Background: an optimization exercise with open tools, aiming at small area, a short achievable clock period and few clock cycles per item. Do not read the settings as production practice.
Only simulation tests tie the RTL to the original design; equivalence was not proved.
Power and IR drop assume default switching activity.

==> flow/design.v <==
`default_nettype none
package unary_data_pkg;
    typedef logic signed [8-1:0] ifm_t;     
    typedef logic        [8-2:0] mag_t;     
    typedef logic signed [24-1:0] psum_t;
    typedef logic        [8-2:0] win_cnt_t;  
    localparam int unsigned WIN_LEN = 2 ** (8 - 1);
endpackage
`default_nettype wire
`default_nettype none
module unary_col
(
    input  wire logic [6:0] y,
    input  wire logic       sa_e,
    input  wire logic       n,
    input  wire logic [6:0] w,
    input  wire logic [6:0] bias_lo,
    output logic [6:0]      lo,
    output logic            c
);
    logic [6:0] r;
    logic [6:0] h;
    logic [6:0] bx;
    logic [5:0][5:0] pp;
    always_comb begin
        for (int k = 0; k < 7; k++) r[k] = w[6-k];
    end
    assign bx = bias_lo ^ {7{n}};
    logic [6:0] gen0, prop0;
    logic [6:0] gen1, prop1, gen2, prop2, gen3;
    logic [7:0] gt;
    assign gen0  = y & ~r;
    assign prop0 = y | ~r;
    for (genvar k = 0; k < 7; k++) begin : g_ks
        assign gen1[k]  = (k >= 1) ? gen0[k]  | (prop0[k] & gen0[k >= 1 ? k-1 : 0])  : gen0[k] | (prop0[k] & sa_e);
        assign prop1[k] = (k >= 1) ? prop0[k] & prop0[k >= 1 ? k-1 : 0] : 1'b0;
        assign gen2[k]  = (k >= 2) ? gen1[k]  | (prop1[k] & gen1[k >= 2 ? k-2 : 0])  : gen1[k] | (prop1[k] & sa_e);
        assign prop2[k] = (k >= 2) ? prop1[k] & prop1[k >= 2 ? k-2 : 0] : 1'b0;
        assign gen3[k]  = (k >= 4) ? gen2[k]  | (prop2[k] & gen2[k >= 4 ? k-4 : 0])  : gen2[k] | (prop2[k] & sa_e);
    end
    assign gt = {gen3, sa_e};
    for (genvar k = 0; k < 7; k++) begin : g_hit
        assign h[k] = r[k] & (y[k] | gt[k]);
    end
    for (genvar k = 0; k < 6; k++) begin : g_pp
        for (genvar j = 0; j < 6 - k; j++) begin : g_col
            assign pp[k][j] = r[k] & y[j+k+1];
        end
        for (genvar j = 6 - k; j < 6; j++) begin : g_pad
            assign pp[k][j] = 1'b0;
        end
    end
    wire fs0, fc0;
    assign fs0 = pp[0][0] ^ pp[1][0] ^ pp[2][0];
    assign fc0 = (pp[0][0] & pp[1][0]) | (pp[2][0] & (pp[0][0] ^ pp[1][0]));
    wire fs1, fc1;
    assign fs1 = pp[3][0] ^ pp[4][0] ^ pp[5][0];
    assign fc1 = (pp[3][0] & pp[4][0]) | (pp[5][0] & (pp[3][0] ^ pp[4][0]));
    wire fs2, fc2;
    assign fs2 = fs0 ^ fs1 ^ h[0];
    assign fc2 = (fs0 & fs1) | (h[0] & (fs0 ^ fs1));
    wire fs3, fc3;
    assign fs3 = h[1] ^ h[2] ^ h[3];
    assign fc3 = (h[1] & h[2]) | (h[3] & (h[1] ^ h[2]));
    wire fs4, fc4;
    assign fs4 = h[4] ^ h[5] ^ h[6];
    assign fc4 = (h[4] & h[5]) | (h[6] & (h[4] ^ h[5]));
    wire hs0, hc0;
    assign hs0 = fs2 ^ fs3;
    assign hc0 = fs2 & fs3;
    wire fs5, fc5;
    assign fs5 = bx[1] ^ pp[0][1] ^ pp[1][1];
    assign fc5 = (bx[1] & pp[0][1]) | (pp[1][1] & (bx[1] ^ pp[0][1]));
    wire fs6, fc6;
    assign fs6 = pp[2][1] ^ pp[3][1] ^ pp[4][1];
    assign fc6 = (pp[2][1] & pp[3][1]) | (pp[4][1] & (pp[2][1] ^ pp[3][1]));
    wire fs7, fc7;
    assign fs7 = fc0 ^ fc1 ^ fs5;
    assign fc7 = (fc0 & fc1) | (fs5 & (fc0 ^ fc1));
    wire fs8, fc8;
    assign fs8 = fs6 ^ fc2 ^ fc3;
    assign fc8 = (fs6 & fc2) | (fc3 & (fs6 ^ fc2));
    wire fs9, fc9;
    assign fs9 = fc4 ^ fs7 ^ hc0;
    assign fc9 = (fc4 & fs7) | (hc0 & (fc4 ^ fs7));
    wire fs10, fc10;
    assign fs10 = bx[2] ^ pp[0][2] ^ pp[1][2];
    assign fc10 = (bx[2] & pp[0][2]) | (pp[1][2] & (bx[2] ^ pp[0][2]));
    wire fs11, fc11;
    assign fs11 = pp[2][2] ^ pp[3][2] ^ fc5;
    assign fc11 = (pp[2][2] & pp[3][2]) | (fc5 & (pp[2][2] ^ pp[3][2]));
    wire fs12, fc12;
    assign fs12 = fc6 ^ fs10 ^ fc7;
    assign fc12 = (fc6 & fs10) | (fc7 & (fc6 ^ fs10));
    wire fs13, fc13;
    assign fs13 = fs11 ^ fc8 ^ fs12;
    assign fc13 = (fs11 & fc8) | (fs12 & (fs11 ^ fc8));
    wire fs14, fc14;
    assign fs14 = bx[3] ^ pp[0][3] ^ pp[1][3];
    assign fc14 = (bx[3] & pp[0][3]) | (pp[1][3] & (bx[3] ^ pp[0][3]));
    wire fs15, fc15;
    assign fs15 = pp[2][3] ^ fc10 ^ fs14;
    assign fc15 = (pp[2][3] & fc10) | (fs14 & (pp[2][3] ^ fc10));
    wire fs16, fc16;
    assign fs16 = fc11 ^ fs15 ^ fc12;
    assign fc16 = (fc11 & fs15) | (fc12 & (fc11 ^ fs15));
    wire fs17, fc17;
    assign fs17 = bx[4] ^ pp[0][4] ^ pp[1][4];
    assign fc17 = (bx[4] & pp[0][4]) | (pp[1][4] & (bx[4] ^ pp[0][4]));
    wire fs18, fc18;
    assign fs18 = fc14 ^ fs17 ^ fc15;
    assign fc18 = (fc14 & fs17) | (fc15 & (fc14 ^ fs17));
    wire fs19, fc19;
    assign fs19 = bx[5] ^ pp[0][5] ^ fc17;
    assign fc19 = (bx[5] & pp[0][5]) | (fc17 & (bx[5] ^ pp[0][5]));
    logic [7:0] ra, rb, pg, pk;
    logic [7:0] cg1, cp1, cg2, cp2, cg3;
    logic [8:0] cy;
    assign ra = {1'b0, bx[6], fs19, fs18, fc13, fc9, fs8, fs4};
    assign rb = {1'b0, fc19, fc18, fc16, fs16, fs13, fs9, hs0};
    assign pg = ra & rb;
    assign pk = ra ^ rb;
    for (genvar j = 0; j < 8; j++) begin : g_cpa
        assign cg1[j] = (j >= 1) ? pg[j]  | (pk[j]  & pg[j >= 1 ? j-1 : 0])  : pg[j] | (pk[j] & bx[0]);
        assign cp1[j] = (j >= 1) ? pk[j]  & pk[j >= 1 ? j-1 : 0] : 1'b0;
        assign cg2[j] = (j >= 2) ? cg1[j] | (cp1[j] & cg1[j >= 2 ? j-2 : 0]) : cg1[j] | (cp1[j] & bx[0]);
        assign cp2[j] = (j >= 2) ? cp1[j] & cp1[j >= 2 ? j-2 : 0] : 1'b0;
        assign cg3[j] = (j >= 4) ? cg2[j] | (cp2[j] & cg2[j >= 4 ? j-4 : 0]) : cg2[j] | (cp2[j] & bx[0]);
    end
    assign cy = {cg3, bx[0]};
    assign lo = (pk[6:0] ^ {7{n}}) ^ cy[6:0];
    assign c  = cy[7];
endmodule
`default_nettype wire
`default_nettype none
module psum_hi
#(
    parameter int W = 24 - 7
)
(
    input  wire logic [W-1:0] b,
    input  wire logic [W-1:0] q,
    input  wire logic         n,
    input  wire logic         cy,
    input  wire logic         go,
    output logic [W-1:0]      d
);
    logic [W:0] qg;
    always_comb begin
        qg[0] = go;
        for (int i = 0; i < W; i++) qg[i+1] = qg[i] & (b[i] ^ n);
    end
    assign d = (go ? b : q) ^ ({W{cy}} & qg[W-1:0]);
endmodule
`default_nettype wire
`default_nettype none
module unary_row_top
(
    input  wire logic                    clk,
    input  wire logic                    rst_n_i,
    input  wire logic                    start_i,
    input  wire unary_data_pkg::ifm_t                    ifm_i,
    input  wire logic                    wght_load_i,
    input  wire logic                    wght_sign_i,
    input  wire unary_data_pkg::mag_t                    wght_abs_i,
    input  wire logic                    wght_clr_i,
    input  wire unary_data_pkg::psum_t [4-1:0] bias_i,
    output logic                         busy_o,
    output unary_data_pkg::psum_t [4-1:0]      result_o,
    output logic                         result_valid_o
);
    localparam int HI = 24 - 7;   
    logic                                     valid_q;
    logic                                     go;
    logic [4-1:0]                   wght_sign_q;
    unary_data_pkg::mag_t [4-1:0]   wght_abs_q;
    logic                                     ifm_sign;
    logic                                     sa_e;
    logic [6:0]                               y;
    unary_data_pkg::psum_t [4-1:0]  res;
    assign go = start_i && !valid_q;   
    always_ff @(posedge clk or negedge rst_n_i) begin
        if (!rst_n_i) valid_q <= 1'b0;
        else          valid_q <= go;
    end
    assign busy_o         = valid_q;
    assign result_valid_o = valid_q;
    always_ff @(posedge clk or negedge rst_n_i) begin
        if (!rst_n_i) begin
            wght_sign_q <= '0;
            wght_abs_q  <= '0;
        end else if (wght_clr_i) begin
            wght_sign_q <= '0;
            wght_abs_q  <= '0;
        end else if (wght_load_i) begin
            wght_sign_q <= {wght_sign_q[4-2:0], wght_sign_i};
            wght_abs_q  <= {wght_abs_q[4-2:0], wght_abs_i};
        end
    end
    assign ifm_sign = ifm_i[8-1];
    assign sa_e     = ifm_sign;
    assign y        = ifm_i[8-2:0] ^ {7{sa_e}};
    for (genvar c = 0; c < 4; c++) begin : g_col
        logic          n, cy, m;
        logic [6:0]    lo;
        assign n = ifm_sign ^ wght_sign_q[c];
        unary_col i_col (
            .y(y), .sa_e(sa_e), .n(n), .w(wght_abs_q[c]),
            .bias_lo(bias_i[c][6:0]), .lo(lo), .c(cy)
        );
        psum_hi i_hi (
            .b(bias_i[c][24-1:7]), .q(result_o[c][24-1:7]),
            .n(n), .cy(cy), .go(go), .d(res[c][24-1:7])
        );
        assign res[c][6:0] = go ? lo : result_o[c][6:0];
    end
    always_ff @(posedge clk or negedge rst_n_i) begin
        if (!rst_n_i)  result_o <= '0;
        else           result_o <= res;   
    end
endmodule
`default_nettype wire
Settings: LEC_CHECK=0, CAP_MARGIN=20, CORE_MARGIN=2, CORE_UTILIZATION=40, CTS_BUF_LIST=sky130_fd_sc_hd__clkbuf_4 sky130_fd_sc_hd__clkbuf_8, GPL_TIMING_DRIVEN=0, SLEW_MARGIN=20; clock period 5.0 ns.
standard.sh (not shown) runs the stock make flow with config.mk's settings and CLKGATE_MAP_FILE= SYNTH_SCRIPT=/design/flow/synth_recipe.tcl, a recipe that flattens the netlist after the stock synthesis.
==> flow/flow/run.sh <==
#!/bin/bash
# The standard layout (standard.sh: the standard flow's synthesis and ORFS flow), except
# that the port buffers are the smallest buffer, sky130_fd_sc_hd__buf_1,
# rather than the cell buffer_ports picks by default. Repair may still
# resize them. The full output goes to standard.log.
set -o pipefail
export BUFFER_PORTS_ARGS="-buffer_cell sky130_fd_sc_hd__buf_1"
bash standard.sh > standard.log 2>&1
The first run ran to the end with violations: negative setup slack.
Testbench counts at the start, summed over its fixed seeds: cycles 2,304, items 1,024.
==> next run, changes <==
==> flow/run.sh (new file) <==
#!/bin/bash
# synth_recipe.tcl (not shown) runs the flow's synth.tcl, then flattens the netlist and writes it again
# the make line also repeats each setting of config.mk as NAME=value (left out here)
make -C /OpenROAD-flow-scripts/flow DESIGN_CONFIG=/design/flow/config.mk WORK_HOME=/design/flow/orfs CLKGATE_MAP_FILE= SYNTH_SCRIPT=/design/flow/synth_recipe.tcl finish
- CTS_BUF_LIST: sky130_fd_sc_hd__clkbuf_4 sky130_fd_sc_hd__clkbuf_8 -> default
- GPL_TIMING_DRIVEN: 0 -> default
- SETUP_SLACK_MARGIN: default -> 0.1
- TNS_END_PERCENT: default -> 100
removed: flow/flow/run.sh
removed: flow/standard.sh
The new run completed without violations. Worst setup slack gains 82 ps. Final cell count grows by 0.58%. Total power went up by 18%. Via count decreases by 2.5%. Synthesized cell count stays the same. Die area stays the same. Sequential share of layout area shrinks by 1.8 points. Cell area is higher by 9.7%. Synthesized area does not change. Non-clock buffer count goes up by 12. Clock skew went down by 13 ps.


RTL: the design.v shown in full above, as it stands there.
Settings: LEC_CHECK=0, CAP_MARGIN=20, CORE_MARGIN=2, CORE_UTILIZATION=55, CTS_BUF_LIST=sky130_fd_sc_hd__clkbuf_4 sky130_fd_sc_hd__clkbuf_8, SLEW_MARGIN=20; clock period 5.0 ns.
==> flow/flow/run.sh <==
#!/bin/bash
# The standard layout (standard.sh: the standard flow's synthesis and ORFS flow), except
# that the port buffers are the smallest buffer, sky130_fd_sc_hd__buf_1,
# rather than the cell buffer_ports picks by default. Repair may still
# resize them. The full output goes to standard.log.
set -o pipefail
export BUFFER_PORTS_ARGS="-buffer_cell sky130_fd_sc_hd__buf_1"
bash standard.sh > standard.log 2>&1
Testbench counts at the start, summed over its fixed seeds: cycles 2,304, items 1,024.
Rerun with:
==> flow/run.sh (new file) <==
#!/bin/bash
# synth_recipe.tcl (not shown) runs the flow's synth.tcl, then flattens the netlist and writes it again
# the make line also repeats each setting of config.mk as NAME=value (left out here)
make -C /OpenROAD-flow-scripts/flow DESIGN_CONFIG=/design/flow/config.mk WORK_HOME=/design/flow/orfs CLKGATE_MAP_FILE= SYNTH_SCRIPT=/design/flow/synth_recipe.tcl finish
CORE_UTILIZATION = 60   (was 55)
CTS_BUF_LIST = default   (was sky130_fd_sc_hd__clkbuf_4 sky130_fd_sc_hd__clkbuf_8)
PLACE_DENSITY = 0.75   (was default)
removed: flow/flow/run.sh
removed: flow/standard.sh
Effect: The new run finished with setup timing left; worst setup slack got worse by 130 ps; critical path depth does not change; die area shrinks by about 8%; flip-flop and latch count does not change; area after synthesis is unchanged; worst hold slack hardly moves; clock-buffer cell count grows by 1.
Rerun with:
==> flow/flow/run.sh (new file) <==
#!/bin/bash
# The standard layout (standard.sh: the standard flow's synthesis and ORFS flow), except
# that the port buffers are the smallest buffer, sky130_fd_sc_hd__buf_1,
# rather than the cell buffer_ports picks by default. Repair may still
# resize them. The full output goes to standard.log.
set -o pipefail
export BUFFER_PORTS_ARGS="-buffer_cell sky130_fd_sc_hd__buf_1"
bash standard.sh > standard.log 2>&1
==> flow/standard.sh (new file) <==
#!/bin/bash
# synth_recipe.tcl (not shown) runs the flow's synth.tcl, then flattens the netlist and writes it again
# the make line also repeats each setting of config.mk as NAME=value (left out here)
make -C /OpenROAD-flow-scripts/flow DESIGN_CONFIG=/design/flow/config.mk WORK_HOME=/design/flow/orfs CLKGATE_MAP_FILE= SYNTH_SCRIPT=/design/flow/synth_recipe.tcl "${@:-finish}"
CORE_UTILIZATION = 40   (was 60)
CTS_BUF_LIST = sky130_fd_sc_hd__clkbuf_4 sky130_fd_sc_hd__clkbuf_8   (was default)
PLACE_DENSITY = 0.7   (was 0.75)
removed: flow/run.sh
This time the run finished clean.
Worst setup slack is better by 200 ps.
Routed wire length fell by 13%.
Total power drops by 17%.
Area after synthesis is unchanged.


Setup of raven:
// unary_row_top: RTL as listed in full above, without the edits since
export LEC_CHECK = 0
export CAP_MARGIN = 20
export CORE_MARGIN = 2
export CORE_UTILIZATION = 40
export CTS_BUF_LIST = sky130_fd_sc_hd__clkbuf_4 sky130_fd_sc_hd__clkbuf_8
export SLEW_MARGIN = 20
create_clock -name core_clock -period 5.0 [get_ports {clk}]
==> flow/flow/run.sh <==
#!/bin/bash
# The standard layout (standard.sh: the standard flow's synthesis and ORFS flow), except
# that the port buffers are the smallest buffer, sky130_fd_sc_hd__buf_1,
# rather than the cell buffer_ports picks by default, and clock tree synthesis
# uses larger sink clusters and no dummy loads; timing-driven placement does
# not keep its resizer changes. Repair may still resize the
# port buffers. The full output goes to standard.log.
set -o pipefail
export BUFFER_PORTS_ARGS="-buffer_cell sky130_fd_sc_hd__buf_1"
export GPL_KEEP_OVERFLOW=0
export CTS_ARGS="-sink_clustering_enable -repair_clock_nets -dont_use_dummy_load -buf_list {sky130_fd_sc_hd__clkbuf_4 sky130_fd_sc_hd__clkbuf_8} -sink_clustering_size 25 -sink_clustering_max_diameter 100"
bash standard.sh > standard.log 2>&1
Complete run, failing final checks: raven, reason negative setup slack.
Testbench counts of raven, summed over its fixed seeds: cycles 2,304, items 1,024.
Input-level comparison between lagoon and raven:
==> flow/flow/run.sh <==
#!/bin/bash
# The standard layout (standard.sh: the standard flow's synthesis and ORFS flow), except
# that the port buffers are the smallest buffer, sky130_fd_sc_hd__buf_1,
# rather than the cell buffer_ports picks by default. Repair may still
# resize them. The full output goes to standard.log.
set -o pipefail
export BUFFER_PORTS_ARGS="-buffer_cell sky130_fd_sc_hd__buf_1"
bash standard.sh > standard.log 2>&1
==> comparison <==
For total power of the final layout, dividing the value from raven by the value from lagoon gives 0.950.
lagoon finished all stages; the layout is clean.
Per the comparison of lagoon with raven, final non-filler cell area shrank by about 0.34%; total met2 wirelength after detailed routing shrank by 4.2%.
[compare] base=raven new=lagoon: via count shows an increase of 60, synthesized area shows no meaningful change, buffers inserted during post-CTS setup optimization shows a reduction of 40.
The following lists how amber was set up differently from lagoon:
- GPL_TIMING_DRIVEN now 0, previously not set
- SLEW_MARGIN now 0, was 20
- CAP_MARGIN now 0, was 20
Findings:
Final-layout non-clock buffer area share for amber: 0.48 points up relative to lagoon. amber against lagoon; per-cell routed wire length is up by more than 10%. Wire length of the first global-routing pass, lagoon and amber: lower on lagoon. The wire length in lagoon is 0.887 times that in amber. Cmp lagoon and amber / count of clock-buffer cells in the layout / higher: lagoon. amber vs lagoon: net load switching power up by a few percent. Synthesis-to-layout area growth: amber vs lagoon up 4.8 points. Diff lagoon -> amber: relative contribution of the clock network to total power went down; met2 track demand over resource in global routing went up. In amber the implementation ran to completion but is not tape-out ready, as the final checks report negative setup slack. amber ended with less pre-CTS setup slack than lagoon. Compare lagoon and amber | share of the final layout cell area in sequential cells lower: amber.
The inputs of maple differ from those of amber as listed below.
- changing SLEW_MARGIN from 0 to 20
- removing GPL_TIMING_DRIVEN (formerly 0)
- changing CAP_MARGIN from 0 to 20
==> flow/flow/run.sh <==
#!/bin/bash
# The standard layout (standard.sh: the standard flow's synthesis and ORFS flow), except
# that the port buffers are the smallest buffer, sky130_fd_sc_hd__buf_1,
# rather than the cell buffer_ports picks by default, and clock tree synthesis
# uses larger sink clusters and no dummy loads. Repair may still resize the
# port buffers. The full output goes to standard.log.
set -o pipefail
export BUFFER_PORTS_ARGS="-buffer_cell sky130_fd_sc_hd__buf_1"
export CTS_ARGS="-sink_clustering_enable -repair_clock_nets -dont_use_dummy_load -buf_list {sky130_fd_sc_hd__clkbuf_4 sky130_fd_sc_hd__clkbuf_8} -sink_clustering_size 25 -sink_clustering_max_diameter 100"
bash standard.sh > standard.log 2>&1
[summary]
- The placed standard-cell area in maple sits about 4.3% above the value recorded for amber.
- amber has lower path depth of the worst reg2reg path than maple.
- Compared with amber, in maple initial antenna violation count fell 1, clock network fraction of design power went down.
- maple completed end to end with timing, DRC and antenna clean.
- [amber] flow finished | final checks: failed | reasons: negative setup slack
- Diff amber -> maple | met3 wire length | decrease of about 25%
- The number of well-tap cells placed of amber and that of maple are within noise of each other.
- Re power after layout: amber was higher than maple.
- Post-route standard cell area excluding fillers shrinks by a few percent when moving from amber to maple.

-- re-timing with driven ports --
The flow's constraints put no driver on any port. The routed layouts listed below were extracted and timed again, unchanged, in two steps.
Step 1 assumes that a clkbuf_16 drives the clock port and a buf_2 every other input.
Step 2 also shifts input and output timing later by t, the mid clock arrival at the registers, as if the neighbouring blocks saw the same clock.
a / b / c = ideal ports / drivers / drivers and shift; a / b = the first two.
run	t, ns	setup slack, ns	worst setup path at the end	clock arrival spread, ns
the first run of note 1	0.491	-0.013 / -0.069 / -0.561	input to register	0.022 / 0.023
the second run of note 1	0.471	0.069 / 0.045 / -0.426	input to register	0.010 / 0.010
the first run of note 2	0.492	0.109 / 0.099 / -0.393	input to register	0.020 / 0.021
the second run of note 2	0.488	-0.025 / -0.021 / -0.509	input to register	0.010 / 0.010
the third run of note 2	0.490	0.174 / 0.177 / -0.314	input to register	0.019 / 0.019
raven	0.504	-0.084 / -0.152 / -0.655	input to register	0.029 / 0.029
lagoon	0.508	0.184 / 0.175 / -0.333	input to register	0.015 / 0.015
amber	0.502	-0.044 / -0.087 / -0.589	input to register	0.019 / 0.018
maple	0.497	0.178 / 0.174 / -0.323	input to register	0.025 / 0.025
Met with ideal ports but missed after step 2: setup timing in 5 of these runs. The setup slack of raven, which loses most, moves by -0.068 ns with the drivers and by -0.571 ns with both steps.
